This design comes from an exercise in tuning for small area and a short achievable clock period on the open sky130 flow, not from production work. The RTL was checked by simulation tests, not by an equivalence proof against the original design. No activity file was given, so power comes from the tool's default toggle rates.

## flow/design.v (module list and top-level ports; edited modules follow where they fit)
// module iq_pwr_tree: 311 lines
// module iq_power: 35 lines
// module frame_arg_max: 128 lines
// module peak_apb_regs: 99 lines
// module peak_search_top: 82 lines
module peak_search_top (
   input  wire                      clk,
   input  wire                      i_rst_n,
   input  wire                      i_s_valid,
   output wire                      o_s_ready,
   input  wire sample_pkg::sample_t i_s_i,
   input  wire sample_pkg::sample_t i_s_q,
   input  wire                      i_psel,
   input  wire                      i_penable,
   input  wire                      i_pwrite,
   input  wire logic [8-1:0]  i_paddr,
   input  wire apb_regs_pkg::apb_data_t i_pwdata,
   output wire apb_regs_pkg::apb_data_t o_prdata,
   output wire                      o_pready,
   output wire                      o_pslverr,
   output wire                      o_irq
);
  // ...
==> flow/flow/run.sh <==
#!/bin/bash
# Own layout flow: the standard synthesis; its combinational logic re-mapped
# by ABC for delay (resyn.sh: flip-flops and their names untouched), checked
# for equivalence with Yosys (flip-flops cut, so a purely combinational
# proof) and used only if proven; then the standard layout with plain
# buffers (buf_1) on the ports.
set -euo pipefail
R=orfs/results/sky130hd/peak_search_top/base
LIB=$FLOW_HOME/platforms/sky130hd/lib/sky130_fd_sc_hd__tt_025C_1v80.lib
bash standard.sh synth > standard_synth.log 2>&1
cp $R/1_2_yosys.v synth_netlist.v
if bash flow/resyn.sh synth_netlist.v resyn_netlist.v $LIB \
   && python3 flow/cutff.py synth_netlist.v eq_gold.v > cutff.log 2>&1 \
   && python3 flow/cutff.py resyn_netlist.v eq_gate.v >> cutff.log 2>&1; then
  cat > eq.ys <<EOS
read_liberty -ignore_miss_func $LIB
read_verilog eq_gold.v
rename $FLOW_TOP gold
read_verilog eq_gate.v
rename $FLOW_TOP gate
flatten
miter -equiv -flatten -make_assert -ignore_gold_x gold gate m
hierarchy -top m
sat -verify -prove-asserts m
EOS
  if yosys -s eq.ys > equiv.log 2>&1; then
    echo "re-mapped netlist proven equivalent, used" > resyn_used.log
    cp resyn_netlist.v $R/1_2_yosys.v
    touch $R/1_2_yosys.v
    rm -f $R/1_synth.odb $R/1_synth.sdc
  else
    echo "equivalence not proven, standard netlist kept" > resyn_used.log
  fi
fi
bash standard.sh BUFFER_PORTS_ARGS="-buffer_cell sky130_fd_sc_hd__buf_1" finish > standard_flow.log 2>&1
==> flow/flow/cutff.py <==
#!/usr/bin/env python3
# Turns a gate netlist combinational: each flip-flop's Q becomes an input and
# its D (and DE) an output, named after the instance. Usage: cutff.py in.v out.v
import re, sys
text = open(sys.argv[1]).read()
m = re.search(r"^(.*?)module (\w+)\((.*?)\);\n(.*?)\nendmodule", text, re.S)
pre, name, portlist, body = m.groups()
newports, decls = [], []
def repl(cm):
    t, inst, pins = cm.group(1), cm.group(2), cm.group(3)
    if not re.search(r"df|edf|dl", t):
        return cm.group(0)
    pd = dict((p, n.strip()) for p, n in re.findall(r"\.(\w+)\(([^()]*)\)", pins))
    key = re.sub(r"[^A-Za-z0-9_]", "_", inst)
    out = []
    for p, n in pd.items():
        if p in ("CLK", "CLK_N"):
            continue
        nn = n + " " if n.startswith("\\") else n
        if p in ("Q", "Q_N"):
            port = f"ffq_{p}_{key}"
            newports.append(port); decls.append(f"  input {port};")
            out.append(f"  assign {nn} = {port};")
        else:
            port = f"ffd_{p}_{key}"
            newports.append(port); decls.append(f"  output {port};")
            out.append(f"  assign {port} = {nn};")
    return "\n".join(out) + "\n"
body = re.sub(r"\s*(sky130_fd_sc_hd__\w+)\s+(\S+)\s*\((.*?)\);\n", repl, body + "\n", flags=re.S)
open(sys.argv[2], "w").write(pre + f"module {name}({portlist}, {', '.join(newports)});\n" + "\n".join(decls) + "\n" + body + "\nendmodule\n")
==> flow/flow/resyn.sh <==
#!/bin/bash
# resyn.sh IN.v OUT.v LIB : re-maps the combinational logic of a gate netlist
# with ABC (delay-driven mapping, then gate sizing); the flip-flops and tie
# cells stay as they are, with their instance names.
set -euo pipefail
IN=$1; OUT=$2; LIB=$3; D=${RESYN_D:-1500}
DU="-dont_use *probe* -dont_use *lpflow* -dont_use *clkdly* -dont_use *dlygate* -dont_use *dlymetal* -dont_use *ebuf* -dont_use *einv* -dont_use *dlclkp* -dont_use *conb*"
cat > resyn.ys <<EOS
read_liberty -ignore_miss_func $LIB
read_verilog $IN
hierarchy -top $FLOW_TOP
blackbox sky130_fd_sc_hd__dfxtp_1 sky130_fd_sc_hd__edfxtp_1 sky130_fd_sc_hd__conb_1
flatten
opt_clean -purge
abc -liberty $LIB $DU -script "+strash; &get -n; &st; &dch; &nf -D $D; &put; topo; upsize -D $D; dnsize -D $D; stime"
opt_clean -purge
splitnets
opt_clean -purge
insbuf -buf sky130_fd_sc_hd__buf_1 A X
stat -liberty $LIB
write_verilog -noattr -noexpr -nohex -nodec $OUT
EOS
yosys -s resyn.ys > resyn.log 2>&1
==> flow/standard.sh <==
#!/bin/bash
# synth_recipe.tcl (not shown) runs the flow's synth.tcl, then flattens the netlist and writes it again
# the make line also repeats each setting of config.mk as NAME=value (left out here)
make -C /OpenROAD-flow-scripts/flow DESIGN_CONFIG=/design/flow/config.mk WORK_HOME=/design/flow/orfs CLKGATE_MAP_FILE= SYNTH_SCRIPT=/design/flow/synth_recipe.tcl "${@:-finish}"
==> flow/config.mk <==
export PLATFORM = sky130hd
export DESIGN_NAME = peak_search_top
export DESIGN_NICKNAME = peak_search_top
export VERILOG_FILES = /design/flow/design.v
export SDC_FILE = /design/flow/constraint.sdc
export NUM_CORES = 4
export LEC_CHECK = 0
export CAP_MARGIN = 20
export CORE_MARGIN = 2
export CORE_UTILIZATION = 60
export CTS_BUF_LIST = sky130_fd_sc_hd__clkbuf_4 sky130_fd_sc_hd__clkbuf_8
export CTS_CLUSTER_SIZE = 30
export SETUP_SLACK_MARGIN = 4.5
export SLEW_MARGIN = 20
==> flow/constraint.sdc <==
create_clock -name core_clock -period 7.5 [get_ports {clk}]
set_input_delay 1.5000 -clock core_clock [delete_from_list [all_inputs] [get_ports {clk}]]
set_output_delay 1.5000 -clock core_clock [all_outputs]
set_load 0.01 [all_outputs]
==> results.yml, run 1 <==
layout:
  n_sequential_cell: 178
  nonClockInverterCount: 23
  syn2layout_area_growth_pct: 13.3
  layout_common_cells: "nand2_1, dfxtp_1, xnor2_1"
power_and_ir_drop:
  p_per_area_nw_per_um2: 304
global_route:
  busiest_layer: "met2"
  grt_util_met1_pct: 31.7
setup_path:
  slowest_stage: "a222oi_1"
  end_kind: "output port"
  worstPathRequired_ns: 6.00
  path_cells: "a222oi_1, nand2_1, buf_1"
  critPathMaxStageDelay_ns: 0.43
  path_depth: 3
placement:
  dpl.hpwl_um: 17700
  dp_slack_ns: 3.98
  placed_area_um2: 11400
  port-buffer-count: 88
  gp_congestion: 0.908
timing:
  fin_crit_ns: 3.02
  finalMaxSlewViolations: 0
  fin_crit_sh_pct: 40.3
  setup_viol: 0
clock_network:
  clkSinkCount: 178
  cts-buffers-inserted: 17
die:
  die_h_um: 138
drt:
  num_vias: 8945
run_status:
  status: "finished clean"
==> module iq_power, before the edit <==
module iq_power (
   input  wire                 clk,
   input  wire                 i_rst_n,
   input  wire                 i_valid,
   output logic                o_ready,
   input  wire sample_pkg::sample_t i_i,
   input  wire sample_pkg::sample_t i_q,
   output logic                o_pwr_valid,
   input  wire                 i_pwr_ready,
   output logic [10:0]         o_xi,
   output logic                o_si,
   output logic [10:0]         o_xq,
   output logic                o_sq
);
   logic take;
   assign o_ready = i_pwr_ready | ~o_pwr_valid;
   assign take    = i_valid & o_ready;
   always_ff @(posedge clk) begin
      if (!i_rst_n) begin
         o_pwr_valid <= 1'b0;
      end else if (take) begin
         o_pwr_valid <= 1'b1;
      end else if (i_pwr_ready) begin
         o_pwr_valid <= 1'b0;
      end
   end
   always_ff @(posedge clk) begin
      if (o_ready) begin
         o_xi <= i_i[10:0] ^ {11{i_i[11]}};
         o_si <= i_i[11];
         o_xq <= i_q[10:0] ^ {11{i_q[11]}};
         o_sq <= i_q[11];
      end
   end
endmodule
==> run 2: changes to the inputs <==
--- a/flow/design.v
+++ b/flow/design.v
@@ -366,5 +366,5 @@
    end
    always_ff @(posedge clk) begin
-      if (o_ready) begin
+      if (take) begin
          o_xi <= i_i[10:0] ^ {11{i_i[11]}};
          o_si <= i_i[11];
==> flow/flow/run.sh (replaced) <==
#!/bin/bash
# Own layout flow: the standard synthesis, then an inverter clean-up of its
# netlist (polopt.py: full adders computed on complemented signals where that
# saves inverters, De Morgan swaps of and/or gates), checked for
# equivalence with Yosys (flip-flops cut, so a purely combinational proof);
# then the standard layout with plain buffers (buf_1) on the ports.
set -euo pipefail
R=orfs/results/sky130hd/peak_search_top/base
bash standard.sh synth > standard_synth.log 2>&1
cp $R/1_2_yosys.v synth_netlist.v
if python3 flow/polopt.py synth_netlist.v polopt_netlist.v > polopt.log 2>&1 \
   && python3 flow/cutff.py synth_netlist.v eq_gold.v >> polopt.log 2>&1 \
   && python3 flow/cutff.py polopt_netlist.v eq_gate.v >> polopt.log 2>&1; then
  LIB=$FLOW_HOME/platforms/sky130hd/lib/sky130_fd_sc_hd__tt_025C_1v80.lib
  cat > eq.ys <<EOS
read_liberty -ignore_miss_func $LIB
read_verilog eq_gold.v
rename $FLOW_TOP gold
read_verilog eq_gate.v
rename $FLOW_TOP gate
flatten
miter -equiv -flatten -make_assert -ignore_gold_x gold gate m
hierarchy -top m
sat -verify -prove-asserts m
EOS
  if yosys -s eq.ys > equiv.log 2>&1; then
    echo "netlist clean-up proven equivalent, used" >> polopt.log
    cp polopt_netlist.v $R/1_2_yosys.v
    touch $R/1_2_yosys.v
    rm -f $R/1_synth.odb $R/1_synth.sdc
  else
    echo "equivalence not proven, standard netlist kept" >> polopt.log
  fi
fi
bash standard.sh BUFFER_PORTS_ARGS="-buffer_cell sky130_fd_sc_hd__buf_1" finish > standard_flow.log 2>&1
==> flow/flow/polopt.py (new file) <==
#!/usr/bin/env python3
"""Inverter clean-up on a Yosys gate netlist (sky130hd).

Each full adder, and each 2/3-input AND/OR-type and XOR-type gate, may work
on complemented inputs (I) and/or give a complemented output (O):
  - a full adder is self-dual, fa(~a,~b,~c) = ~fa(a,b,c): I = O
  - and/nand/or/nor: De Morgan, the cell type follows (I, O)
  - xor/xnor: complementing both inputs changes nothing; O picks xor/xnor
Inverters (not on ports) are dissolved and put back only where a pin needs
the complement of what its net carries; a simulated-annealing search picks
I and O to minimise the area of inverters and gates. Every flip-flop, port and
other cell sees exactly the values it saw before. Usage: polopt.py in.v out.v
"""
import re, sys, random

P = "sky130_fd_sc_hd__"
AREA = {"inv_1": 3.7536, "and2_1": 6.256, "nand2_1": 3.7536, "or2_1": 6.256, "nor2_1": 3.7536,
        "and3_1": 6.256, "nand3_1": 5.0048, "or3_1": 6.256, "nor3_1": 5.0048,
        "xor2_1": 8.7584, "xnor2_1": 8.7584}
# logical function -> cell for (I, O)
FAM = {
    "and":  {(0, 0): "and", (0, 1): "nand", (1, 0): "nor", (1, 1): "or"},
    "or":   {(0, 0): "or", (0, 1): "nor", (1, 0): "nand", (1, 1): "and"},
    "nand": {(0, 0): "nand", (0, 1): "and", (1, 0): "or", (1, 1): "nor"},
    "nor":  {(0, 0): "nor", (0, 1): "or", (1, 0): "and", (1, 1): "nand"},
    "xor":  {(0, 0): "xor", (0, 1): "xnor", (1, 0): "xor", (1, 1): "xnor"},
    "xnor": {(0, 0): "xnor", (0, 1): "xor", (1, 0): "xnor", (1, 1): "xor"},
}
OUTPINS = {"X", "Y", "Q", "Q_N", "SUM", "COUT", "HI", "LO"}

def parse(text):
    m = re.search(r"^(.*?\);\n)(.*?)(\nendmodule.*)$", text, re.S)
    head, body, tail = m.group(1), m.group(2), m.group(3)
    decls, cells = [], []
    for stmt in re.split(r"(?<=;)\n", body):
        s = stmt.strip()
        if not s:
            continue
        cm = re.match(r"(sky130_fd_sc_hd__\w+)\s+(\S+)\s*\((.*)\);?$", s, re.S)
        if cm:
            pins = [(p, n.strip()) for p, n in re.findall(r"\.(\w+)\(([^()]*)\)", cm.group(3))]
            cells.append([cm.group(1)[len(P):], cm.group(2), pins])
        else:
            decls.append(stmt)
    return head, decls, cells, tail

def esc(n):
    return n + " " if n.startswith("\\") else n

def family(t):
    m = re.match(r"(and|nand|or|nor|xor|xnor)([23])_1$", t)
    if m and (m.group(1) + m.group(2) + "_1") in AREA:
        return m.group(1), m.group(2)
    return None

def main():
    text = open(sys.argv[1]).read()
    head, decls, cells, tail = parse(text)
    assert not any(d.strip().startswith("assign") for d in decls), "assign statements not handled"
    ports = set()
    for d in [head] + decls:
        for m in re.finditer(r"^\s*(input|output)\s+(?:\[(\d+):(\d+)\]\s+)?(\S+);", d, re.M):
            if m.group(2):
                for i in range(int(m.group(3)), int(m.group(2)) + 1):
                    ports.add(f"{m.group(4)}[{i}]")
            else:
                ports.add(m.group(4))
    driver = {}
    for idx, (t, n, pins) in enumerate(cells):
        for p, net in pins:
            if p in OUTPINS:
                driver[net] = (idx, p)
    dissolve = set(i for i, c in enumerate(cells)
                   if re.match(r"(clk)?inv_\d+$", c[0]) and dict(c[2])["Y"] not in ports)
    def base(net):
        par = 0
        while net in driver and driver[net][0] in dissolve:
            net = dict(cells[driver[net][0]][2])["A"]
            par ^= 1
        return net, par
    # variables: kind 'fa' (I=O=v), 'gate' (I, O independent)
    kind = {}
    for i, c in enumerate(cells):
        if re.match(r"fa_\d+$", c[0]):
            kind[i] = "fa"
        elif family(c[0]):
            kind[i] = "gate"
    # cells that drive a port keep their output polarity
    for net in ports:
        d = driver.get(net)
        if d and d[0] in kind:
            if kind[d[0]] == "fa":
                del kind[d[0]]
            else:
                kind[d[0]] = "gate_in"
    I = {i: 0 for i in kind}
    O = {i: 0 for i in kind}
    pinlist = []
    for idx, (t, n, pins) in enumerate(cells):
        if idx in dissolve:
            continue
        for p, net in pins:
            if p in OUTPINS:
                continue
            b, q = base(net)
            pinlist.append((idx, p, b, q))
    # output ports fed straight from a dissolvable inverter cannot happen (kept)
    def gI(i): return I.get(i, 0)
    def gO_base(b):
        d = driver.get(b)
        return O.get(d[0], 0) if d else 0
    def pin_need(k):
        idx, p, b, q = pinlist[k]
        return q ^ gI(idx) ^ gO_base(b)
    pins_of_base, in_pins, outs_of = {}, {}, {}
    for k, (idx, p, b, q) in enumerate(pinlist):
        pins_of_base.setdefault(b, []).append(k)
        if idx in kind:
            in_pins.setdefault(idx, []).append(k)
    for b in pins_of_base:
        d = driver.get(b)
        if d and d[0] in kind:
            outs_of.setdefault(d[0], []).append(b)
    for b in list(ports):
        pass
    def celltype(i):
        t = cells[i][0]
        if kind.get(i) not in ("gate", "gate_in"):
            return t
        f, n = family(t)
        return FAM[f][(I[i], O[i])] + n + "_1"
    def gate_area(i):
        return AREA[celltype(i)]
    needcnt = {b: sum(pin_need(k) for k in ks) for b, ks in pins_of_base.items()}
    ninv = sum(1 for v in needcnt.values() if v > 0)
    garea = sum(gate_area(i) for i in kind if kind[i] in ("gate", "gate_in"))
    def total():
        return ninv * AREA["inv_1"] + garea
    def toggle(i, which):
        nonlocal ninv, garea
        if kind[i] in ("gate", "gate_in"):
            garea -= gate_area(i)
        if kind[i] == "fa":
            I[i] ^= 1; O[i] ^= 1
        elif which == 0:
            I[i] ^= 1
        else:
            O[i] ^= 1
        if kind[i] in ("gate", "gate_in"):
            garea += gate_area(i)
        touched = set()
        if kind[i] == "fa" or which == 1:
            touched.update(outs_of.get(i, []))
        if kind[i] == "fa" or which == 0:
            touched.update(pinlist[k][2] for k in in_pins.get(i, []))
        for b in touched:
            old = needcnt[b] > 0
            needcnt[b] = sum(pin_need(k) for k in pins_of_base[b])
            ninv += (needcnt[b] > 0) - old
    start = total()
    moves = [(i, 0) for i in kind] + [(i, 1) for i in kind if kind[i] == "gate"]
    rnd = random.Random(int(sys.argv[3]) if len(sys.argv) > 3 else 1)
    cur = start; best = cur; bestI, bestO = dict(I), dict(O)
    steps = 60000
    for st in range(steps):
        T = max(0.05, 3.0 * (1 - st / steps))
        i, w = rnd.choice(moves)
        toggle(i, w)
        c = total()
        if c <= cur or rnd.random() < pow(2.718281828, -(c - cur) / T):
            cur = c
            if c < best - 1e-9:
                best = c; bestI, bestO = dict(I), dict(O)
        else:
            toggle(i, w)
    I.update(bestI); O.update(bestO)
    needcnt = {b: sum(pin_need(k) for k in ks) for b, ks in pins_of_base.items()}
    need = [b for b, v in needcnt.items() if v > 0]
    sys.stderr.write(f"inverters+flexible gates: {start:.1f} -> {best:.1f} um2; inverters {len(dissolve)} -> {len(need)}\n")
    # write out
    newinv = {}
    for b in need:
        k = len(newinv) + 1
        newinv[b] = (f"_polinv_{k}_", f"_polnet_{k}_")
    newpins = {}
    for k, (idx, p, b, q) in enumerate(pinlist):
        newpins.setdefault(idx, {})[p] = newinv[b][1] if pin_need(k) else b
    lines = list(decls)
    for b, (iname, onet) in newinv.items():
        lines.append(f"  wire {onet};")
    for idx, (t, n, pins) in enumerate(cells):
        if idx in dissolve:
            continue
        np_ = [(p, newpins.get(idx, {}).get(p, net)) for p, net in pins]
        ct = celltype(idx)
        if ct != t:
            outpin = "X" if re.match(r"(and|or|xor)\d", ct) else "Y"
            np_ = [(outpin if p in ("X", "Y") else p, net) for p, net in np_]
        pin_s = ",\n".join(f"    .{p}({esc(net)})" for p, net in np_)
        lines.append(f"  {P}{ct} {n} (\n{pin_s}\n  );")
    for b, (iname, onet) in newinv.items():
        lines.append(f"  {P}inv_1 {iname} (\n    .A({esc(b)}),\n    .Y({onet})\n  );")
    open(sys.argv[2], "w").write(head + "\n".join(lines) + tail)

main()
--- a/flow/config.mk
+++ b/flow/config.mk
@@ -11,4 +11,4 @@
 export CTS_BUF_LIST = sky130_fd_sc_hd__clkbuf_4 sky130_fd_sc_hd__clkbuf_8
 export CTS_CLUSTER_SIZE = 30
-export SETUP_SLACK_MARGIN = 4.5
+export SETUP_SLACK_MARGIN = 4.2
 export SLEW_MARGIN = 20
removed: flow/flow/resyn.sh
==> run 2 against run 1 <==
Compared with the run above:
- still clean on timing, DRC and antenna
- cell count decreased by 17%
- via count decreased by 23%
- total power decreased by 19%
- largest cell class unchanged
==> results.yml, run 2 <==
run_status:
  status: "finished clean"
timing:
  finalMaxSlewViolations: 0
  fin_crit_sh_pct: 42.8
  worstMarginPinSlew_ns: 0.843
  max_freq_ghz: 0.312
  setup_viol: 0
  setup_tns_ns: 0
  grt_setup_unrepaired: "true"
  fin_crit_ns: 3.21
  hold_viol: 0
  worst_slack_ns: 4.29
  skew_ns: 0.0144
  slew-limit-headroom_pct: 43.6
power_and_ir_drop:
  pwr-share-clk_pct: 21.4
  p_per_area_nw_per_um2: 261
  switchingPower_uw: 1080
  seq_power_share_pct: 37.8
  ir_worst_vdd_mv: 0.162
  internal-power_uw: 1900
  swShare_pct: 36.2
  pwr-share-comb_pct: 40.8
  leakage_uw: 0.00481
die:
  die-area_um2: 18700
  start_util_pct: 61.3
  core_area_um2: 17200
  io_pins: 106
  chipWidth_um: 137
  die_h_um: 137
  rows: 48
layout:
  finalNetCount: 1267
  insertedDiodeCount: 0
  top_register: "regs0.frame_count_q"
  final_common_cell: "nor2_1"
  largest_register_ffs: 16
  layout_common_cells: "nor2_1, dfxtp_1, fa_1"
  top_regs: "regs0.frame_count_q: 16 flops, regs0.peak_power_q: 13 flops, search0.max_q: 13 flops"
  fill_cells: 1404
  drive_gt1_share_pct: 9.03
  final-instance-count-excl-fill: 1277
  syn2layout_area_growth_pct: 8.07
placement:
  port-buffer-count: 88
  dpl.hpwl_um: 16700
  dp_slack_ns: 4.02
  gp_congestion: 0.893
  place_inst: 1237
setup_path:
  worst-path-buf-inv: 1
  slowest_stage: "dfxtp_1"
  start_kind: "register"
  worstPathRequired_ns: 6.00
  r2r-start: "search0.lag_r0_q[2]$_DFF_P_"
  path_cells: "a22oi_1, nand3_1, buf_1"
  endpoint: "o_prdata[0]"
  r2r_slack_ns: 4.31
  end_kind: "output port"
  worst-setup-path-type: "reg -> out"
  path_depth: 3
  startpoint: "regs0.sel_q[1]$_DFF_P_"
  critPathMaxStageDelay_ns: 0.69
  worstPathArrival_ns: 1.71
  r2r_end: "regs0.peak_index_q[0]$_DFFE_PP_"
  critPathMaxFanout: 13
  reg2regPathDepth: 11
  cp_top_family: "flip-flops"
synth:
  synth.cell_area_um2: 10600
  syn_inst: 968
  yosysWarnings: 3
  syn_avg_cell_area_um2: 10.9
global_route:
  grt_pass1_vias: 6963
  overflow: 0
  grt_pass1_wl_um: 34800
  grt_max_degree: 36
  antenna_found_initial: 0
  grt_use_total_pct: 24.5
clock_network:
  cts-buffers-inserted: 17
  clkSinkCount: 178
  h-tree-depth: 4
  cts_buffer_depth: 2
  insertion_delay_ns: 0.47
  cts_tree: "built"
  clk_pin_slew_ns: 0.10
  clock-root-buffer: "clkbuf_8"
drt:
  drtIter0Drc: 305
  dr.pass1.iters: 5
  wl_um: 21300
  ant_nets: 0
  drc: 0
  vias_per_cell: 5.38
  wire_per_inst_um: 16.7
  num_vias: 6868
worst_hold_path:
  worstHoldPathType: "reg -> reg"
run:
  drv_cap: 0
## run 2: routing by layer
layer  global-route usage [%]  up-vias  wire, um
met4                     8.68        0       581
met2                     43.1      160     10900
met1                     30.4     3334      9020
met5                        0        -         0
met3                     4.19       30       831
li1                         -     3344         -
## run 2: timing repair
item / in CTS / in global routing
buffers inserted: 1 / 7
pin swaps: 1 / 2
setup endpoints to repair: 42 / 40
hold buffers: 0 / 0
gates resized for setup: 13 / 18
## run 2: layout make-up
class | instances | area, um^2 | area share [%]
Tap cell | 225 | 282 | 2.47
Sequential cell | 178 | 4140 | 36.2
Multi-Input combinational cell | 694 | 5980 | 52.4
Clock inverter | 14 | 139 | 1.22
Inverter | 50 | 213 | 1.86
Timing Repair Buffer | 98 | 418 | 3.66
Clock buffer | 18 | 248 | 2.17
## run 2: power groups by stage
stage | sequential (uW) | combinational, uW | clock (uW)
detailed placement | 1150 | 1190 | 0
global placement | 1150 | 1170 | 0
global route | 1140 | 1420 | 696
finish | 1130 | 1220 | 639
CTS | 1130 | 1220 | 656
floorplan | 1130 | 914 | 0
## run 2: worst min-delay path by stage
stage / depth (start not counted) / startpoint / endpoint
CTS: 0 / search0.cnt_q[1]$_SDFFE_PN0P_ / search0.lag_idx_q[1]$_DFF_P_
floorplan: 0 / search0.cnt_q[2]$_SDFFE_PN0P_ / search0.lag_idx_q[2]$_DFF_P_
global placement: 0 / search0.cnt_q[1]$_SDFFE_PN0P_ / search0.lag_idx_q[1]$_DFF_P_
finish: 0 / search0.cnt_q[1]$_SDFFE_PN0P_ / search0.lag_idx_q[1]$_DFF_P_
global route: 0 / search0.cnt_q[1]$_SDFFE_PN0P_ / search0.lag_idx_q[1]$_DFF_P_
detailed placement: 0 / search0.cnt_q[1]$_SDFFE_PN0P_ / search0.lag_idx_q[1]$_DFF_P_
## run 2: per-stage QoR
stage	instance area, um^2	hold slack [ns]	power, uW	utilization, %
after floorplan	10600	0.326	2040	-
after global placement	10900	0.409	2320	63.3
after detailed placement	10900	0.408	2330	63.3
after CTS	11300	0.414	3010	65.8
after global routing	11400	0.424	3260	66.2
final	11400	0.418	2980	66.2
## run 2: worst register-to-register path: stages, from the launching register on
cell	delay, ns
dfxtp_1	0.33
fa_2	0.59
fa_1	0.43
ha_1	0.28
and4b_1	0.17
o21a_1	0.11
o21ai_1	0.05
a21oi_1	0.18
a211oi_2	0.06
o21ai_2	0.16
buf_12	0.21
mux2_2	0.37
==> run 3: changes to the inputs <==
--- a/flow/config.mk
+++ b/flow/config.mk
@@ -11,4 +11,4 @@
 export CTS_BUF_LIST = sky130_fd_sc_hd__clkbuf_4 sky130_fd_sc_hd__clkbuf_8
 export CTS_CLUSTER_SIZE = 30
-export SETUP_SLACK_MARGIN = 4.2
+export SETUP_SLACK_MARGIN = 4.4
 export SLEW_MARGIN = 20
==> run 3 against run 2 <==
Compared with the run above:
- combinational power barely moved
- wire length up 4.3%
- cell area rose by 2.4%
- first-iteration DRC count up 5.6%
==> results.yml, run 3 <==
layout:
  top_register: "regs0.frame_count_q"
  drive_gt1_share_pct: 11.7
  insertedDiodeCount: 0
  largest_register_ffs: 16
  multi_input_area_um2: 6050
  top_regs: "regs0.frame_count_q: 16 flops, regs0.peak_power_q: 13 flops, search0.max_q: 13 flops"
  finalNetCount: 1286
  layout_common_cells: "nor2_1, dfxtp_1, fa_1"
  final_util_pct: 67.8
  seqCellArea_um2: 4140
  final_common_cell: "nor2_1"
  fill_cells: 1376
  syn2layout_area_growth_pct: 10.6
placement:
  dp_slack_ns: 3.83
  gp_congestion: 0.897
  dpl.hpwl_um: 17300
  port-buffer-count: 88
global_route:
  grt_use_total_pct: 25.5
  grt_pass1_wl_um: 35600
  grt_max_degree: 31
  overflow: 0
  grt_pass1_vias: 7010
  antenna_found_initial: 0
setup_path:
  cp_top_family: "adder cells"
  end_kind: "register"
  worstPathArrival_ns: 3.45
  worstPathRequired_ns: 7.72
  r2r-start: "search0.lag_r2_q[2]$_DFF_P_"
  startpoint: "search0.lag_r2_q[2]$_DFF_P_"
  start_kind: "register"
  slowest_stage: "fa_1"
  critPathMaxFanout: 23
  path_cells: "fa_1, fa_1, ha_1, and4b_1, o21a_1, o21ai_2, a21oi_1, a211oi_2, o21ai_2, buf_12, mux2_2"
  worst-setup-path-type: "reg -> reg"
  critPathMaxStageDelay_ns: 0.57
  worst-path-buf-inv: 1
synth:
  synth.cell_area_um2: 10600
  yosysWarnings: 3
  syn_inst: 968
  syn_avg_cell_area_um2: 10.9
timing:
  slew-limit-headroom_pct: 44.6
  setup_viol: 0
  grt_setup_unrepaired: "true"
  worst_slack_ns: 4.27
  fin_crit_ns: 3.23
  setup_tns_ns: 0
  hold_viol: 0
  finalMaxSlewViolations: 0
  fin_crit_sh_pct: 43.1
  skew_ns: 0.0201
  worstMarginPinSlew_ns: 0.832
  hold_ws_ns: 0.413
  max_freq_ghz: 0.310
run_status:
  status: "finished clean"
die:
  io_pins: 106
  die-area_um2: 18700
  start_util_pct: 61.3
  chipWidth_um: 137
  rows: 48
  die_h_um: 137
  core_area_um2: 17200
power_and_ir_drop:
  p_total_uw: 3090
  p_per_area_nw_per_um2: 264
  leakage_uw: 0.00495
  ir_worst_vdd_mv: 0.179
drt:
  ant_nets: 0
  drtIter0Drc: 322
  dr.pass1.iters: 5
  vias_per_cell: 5.38
  wl_um: 22200
  wire_per_inst_um: 17.2
  drc: 0
  num_vias: 6975
clock_network:
  cts-buffers-inserted: 17
  cts_tree: "built"
  clk_pin_slew_ns: 0.10
  clock-root-buffer: "clkbuf_8"
  h-tree-depth: 4
  cts_buffer_depth: 2
  hold_buffers: 0
  clkSinkCount: 178
  insertion_delay_ns: 0.47
run:
  drv_cap: 0
worst_hold_path:
  hold_path.startpoint: "search0.cnt_q[9]$_SDFFE_PN0P_"
  worstHoldPathType: "reg -> reg"
[run 3: changes by cell type in the layout (fill, tap and decap cells not counted), sizes merged]
cell	change
clkinvlp	-2
buf	+18
clkinv	-4
clkbuf	+3
bufinv	+3
inv	+1
[run 3: timing repair]
item / in CTS / in global routing
endpoints found under the setup margin: 68 / 56
gates cloned: 1 / 0
pin swaps: 2 / 6
gates resized for setup: 32 / 18
setup buffers: 11 / 15
[run 3: cell type report]
class	count	share of cell area [%]
Inverter	50	1.92
Timing Repair inverter	1	0.0428
Sequential cell	178	35.4
Clock buffer	21	2.31
Timing Repair Buffer	116	4.73
Tap cell	225	2.41
Multi-Input combinational cell	694	51.8
Clock inverter	11	1.39
[run 3: path summary, 6_finish.rpt]
kind / to / slack (ns) / depth (start not counted)
max: regs0.peak_index_q[1]$_DFFE_PP_ / 4.27 / 11
min: search0.lag_idx_q[9]$_DFF_P_ / 0.41 / 0
max reg2reg: regs0.peak_index_q[1]$_DFFE_PP_ / 4.27 / 11
min reg2reg: search0.lag_idx_q[9]$_DFF_P_ / 0.41 / 0
[run 3: metal layers]
layer	GRT usage (%)	wire, um	vias up
li1	-	-	3387
met1	29.9	8910	3378
met5	0	0	-
met3	5.33	1040	41
met4	11.2	817	0
met2	45.1	11500	169
[run 3: through the flow]
step	cells	area, um^2
6_report	1296	11700
5_1_grt	1296	11700
4_1_cts	1281	11500
3_5_place_dp	1237	11000
3_3_place_gp	1237	11000
2_1_floorplan	985	10700
[run 3: power by group]
group	internal [uW]	switching, uW
logic	587	657
clock network	359	358
registers	1070	52.1
total	2020	1070
==> run 4: changes to the inputs <==
--- a/flow/config.mk
+++ b/flow/config.mk
@@ -11,4 +11,4 @@
 export CTS_BUF_LIST = sky130_fd_sc_hd__clkbuf_4 sky130_fd_sc_hd__clkbuf_8
 export CTS_CLUSTER_SIZE = 30
-export SETUP_SLACK_MARGIN = 4.4
+export SETUP_SLACK_MARGIN = 4.0
 export SLEW_MARGIN = 20
==> run 4 against run 3 <==
Compared with the run above:
- hold slack improved by 0.0039 ns
- wire length fell by 3.2%
- largest power group unchanged
- still clean on timing, DRC and antenna
- highest routed layer unchanged
- maximum frequency down 2.7%
==> results.yml, run 4 <==
timing:
  fin_crit_sh_pct: 44.3
  hold_viol: 0
  setup_tns_ns: 0
  fin_crit_ns: 3.32
  finalMaxSlewViolations: 0
  grt_setup_unrepaired: "false"
  setup_viol: 0
  skew_ns: 0.0144
  slew-limit-headroom_pct: 46.7
  worstMarginPinSlew_ns: 0.797
  max_freq_ghz: 0.301
drt:
  ant_nets: 0
  wl_um: 21500
  num_vias: 6875
  vias_per_cell: 5.41
  drtIter0Drc: 324
  wire_per_inst_um: 17.0
  dr.pass1.iters: 5
  drc: 0
setup_path:
  r2r_slack_ns: 4.18
  critPathMaxStageDelay_ns: 0.52
  end_kind: "register"
  slowest_stage: "edfxtp_1"
  cp_top_family: "adder cells"
  cp_common_cell: "fa_1"
  worst-path-buf-inv: 1
  r2r_end: "search0.lag_r2_q[1]$_DFF_P_"
  worstPathArrival_ns: 3.66
  r2r-start: "power0.o_xq[7]$_DFFE_PP_"
  path_cells: "inv_1, nor2_1, fa_1, fa_1, fa_1, fa_1, fa_1"
  worstPathRequired_ns: 7.84
  start_kind: "register"
  reg2regPathDepth: 7
  worst-setup-path-type: "reg -> reg"
  critPathMaxFanout: 8
global_route:
  antenna_found_initial: 0
  grt_use_total_pct: 25.2
  grt_max_degree: 32
  grt_pass1_vias: 7155
  overflow: 0
  grt_pass1_wl_um: 35600
layout:
  final_common_cell: "nor2_1"
  insertedDiodeCount: 0
  layout_common_cells: "nor2_1, dfxtp_1, fa_1"
  fill_cells: 1423
  top_regs: "regs0.frame_count_q: 16 flops, regs0.peak_power_q: 13 flops, search0.max_q: 13 flops"
  finalNetCount: 1260
  final-instance-count-excl-fill: 1270
  top_register: "regs0.frame_count_q"
  largest_register_ffs: 16
  syn2layout_area_growth_pct: 7.27
  drive_gt1_share_pct: 6.41
placement:
  gp_congestion: 0.968
  dpl.hpwl_um: 17100
  place_inst: 1238
  port-buffer-count: 88
power_and_ir_drop:
  ir_worst_vdd_mv: 0.179
  leakage_uw: 0.00481
  p_per_area_nw_per_um2: 262
  p_total_uw: 2970
synth:
  synth.cell_area_um2: 10600
  syn_avg_cell_area_um2: 10.9
  yosysWarnings: 3
  syn_inst: 968
worst_hold_path:
  hold_path_depth: 0
  holdPathEnd: "search0.lag_idx_q[9]$_DFF_P_"
  worstHoldPathType: "reg -> reg"
  hold_path.startpoint: "search0.cnt_q[9]$_SDFFE_PN0P_"
clock_network:
  cts_buffer_depth: 2
  cts-buffers-inserted: 17
  hold_buffers: 0
  h-tree-depth: 4
  clk_pin_slew_ns: 0.09
  clock-root-buffer: "clkbuf_8"
  clkSinkCount: 178
  insertion_delay_ns: 0.46
  cts_setup_buffers: 0
  cts_tree: "built"
die:
  die-area_um2: 18700
  start_util_pct: 61.3
  chipWidth_um: 137
  rows: 48
  core_area_um2: 17200
  die_h_um: 137
  io_pins: 106
run:
  drv_cap: 0
run_status:
  status: "finished clean"
[run 4: cell type report]
class / instances / area [um^2] / area share (%)
multi-input combinational: 694 / 5970 / 52.7
clock inverter: 13 / 150 / 1.32
clock buffer: 19 / 249 / 2.20
inverter: 50 / 188 / 1.66
sequential: 178 / 4140 / 36.5
tap: 225 / 282 / 2.48
timing repair buffer: 91 / 357 / 3.15
[run 4: timing repair]
action,CTS,global route
pin swaps,1,0
resized for setup,1,4
endpoints found under the setup margin,1,40
[run 4: metrics by stage]
stage               hold slack [ns]  setup slack, ns  cell area (um^2)  utilization, %
floorplan                     0.326             4.19             10600               -
global placement              0.408             4.05             10900            63.3
detailed placement            0.407             4.00             10900            63.3
CTS                           0.420             4.00             11300            65.7
global route                  0.429             4.05             11300            65.7
finish                        0.417             4.18             11300            65.7
[run 4: layer usage]
layer,vias up,track usage [%],share of wire (%)
met4,0,7.41,1.9
met5,-,0,0
li1,3334,-,-
met2,164,45.9,52
met1,3348,30.4,42
met3,29,4.44,3.7
[run 4: worst max path at each step]
stage / startpoint / to / slack [ns] / cells past startpoint
global route: search0.lag_r2_q[2]$_DFF_P_ / regs0.peak_index_q[1]$_DFFE_PP_ / 4.05 / 11
floorplan: search0.lag_r2_q[2]$_DFF_P_ / regs0.peak_power_q[4]$_DFFE_PP_ / 4.19 / 11
global placement: search0.lag_r2_q[2]$_DFF_P_ / regs0.peak_power_q[10]$_DFFE_PP_ / 4.05 / 11
detailed placement: search0.lag_r2_q[2]$_DFF_P_ / regs0.peak_index_q[9]$_DFFE_PP_ / 4.00 / 11
finish: power0.o_xq[7]$_DFFE_PP_ / search0.lag_r2_q[1]$_DFF_P_ / 4.18 / 7
CTS: search0.lag_r2_q[2]$_DFF_P_ / regs0.peak_power_q[1]$_DFFE_PP_ / 4.00 / 11
[run 4: power by group]
part | internal (uW) | switching (uW) | total (uW)
registers | 1070 | 48.1 | 1120
logic | 549 | 629 | 1180
clock network | 309 | 358 | 667
total | 1930 | 1040 | 2970

port drivers added, routing unchanged:
How much do the figures lean on ideal ports? The routed layouts below were timed once more, with nothing changed but the port constraints. Step 1 sets driving cells, clkbuf_16 on the clock port and buf_2 on the other inputs (assumed; they add their load-dependent delay and slew). Step 2, shift: input delay + t, output delay - t, t = (earliest + latest rising clock arrival at the registers) / 2. This alone moves slack from input paths to output paths. Three values: ideal ports, drivers, drivers and shift; two values: the first two.
run | t (ns) | slack for setup (ns) | hold WS [ns] | worst setup path at the end | cell pins on the clock port's net
run 1 | 0.491 | 4.481 / 4.441 / 4.288 | 0.426 / 0.426 / 0.426 | input to register | 1
run 2 | 0.504 | 4.292 / 4.251 / 4.183 | 0.418 / 0.418 / 0.418 | input to register | 1
run 3 | 0.502 | 4.270 / 4.270 / 4.062 | 0.413 / 0.413 / 0.413 | input to register | 1
run 4 | 0.493 | 4.179 / 4.156 / 4.179 | 0.417 / 0.417 / 0.417 | register to register | 1
After both steps setup and hold are still met in every run listed. The setup slack of run 3, which loses most, moves by 0.000 ns with the drivers and by -0.208 ns with both steps.
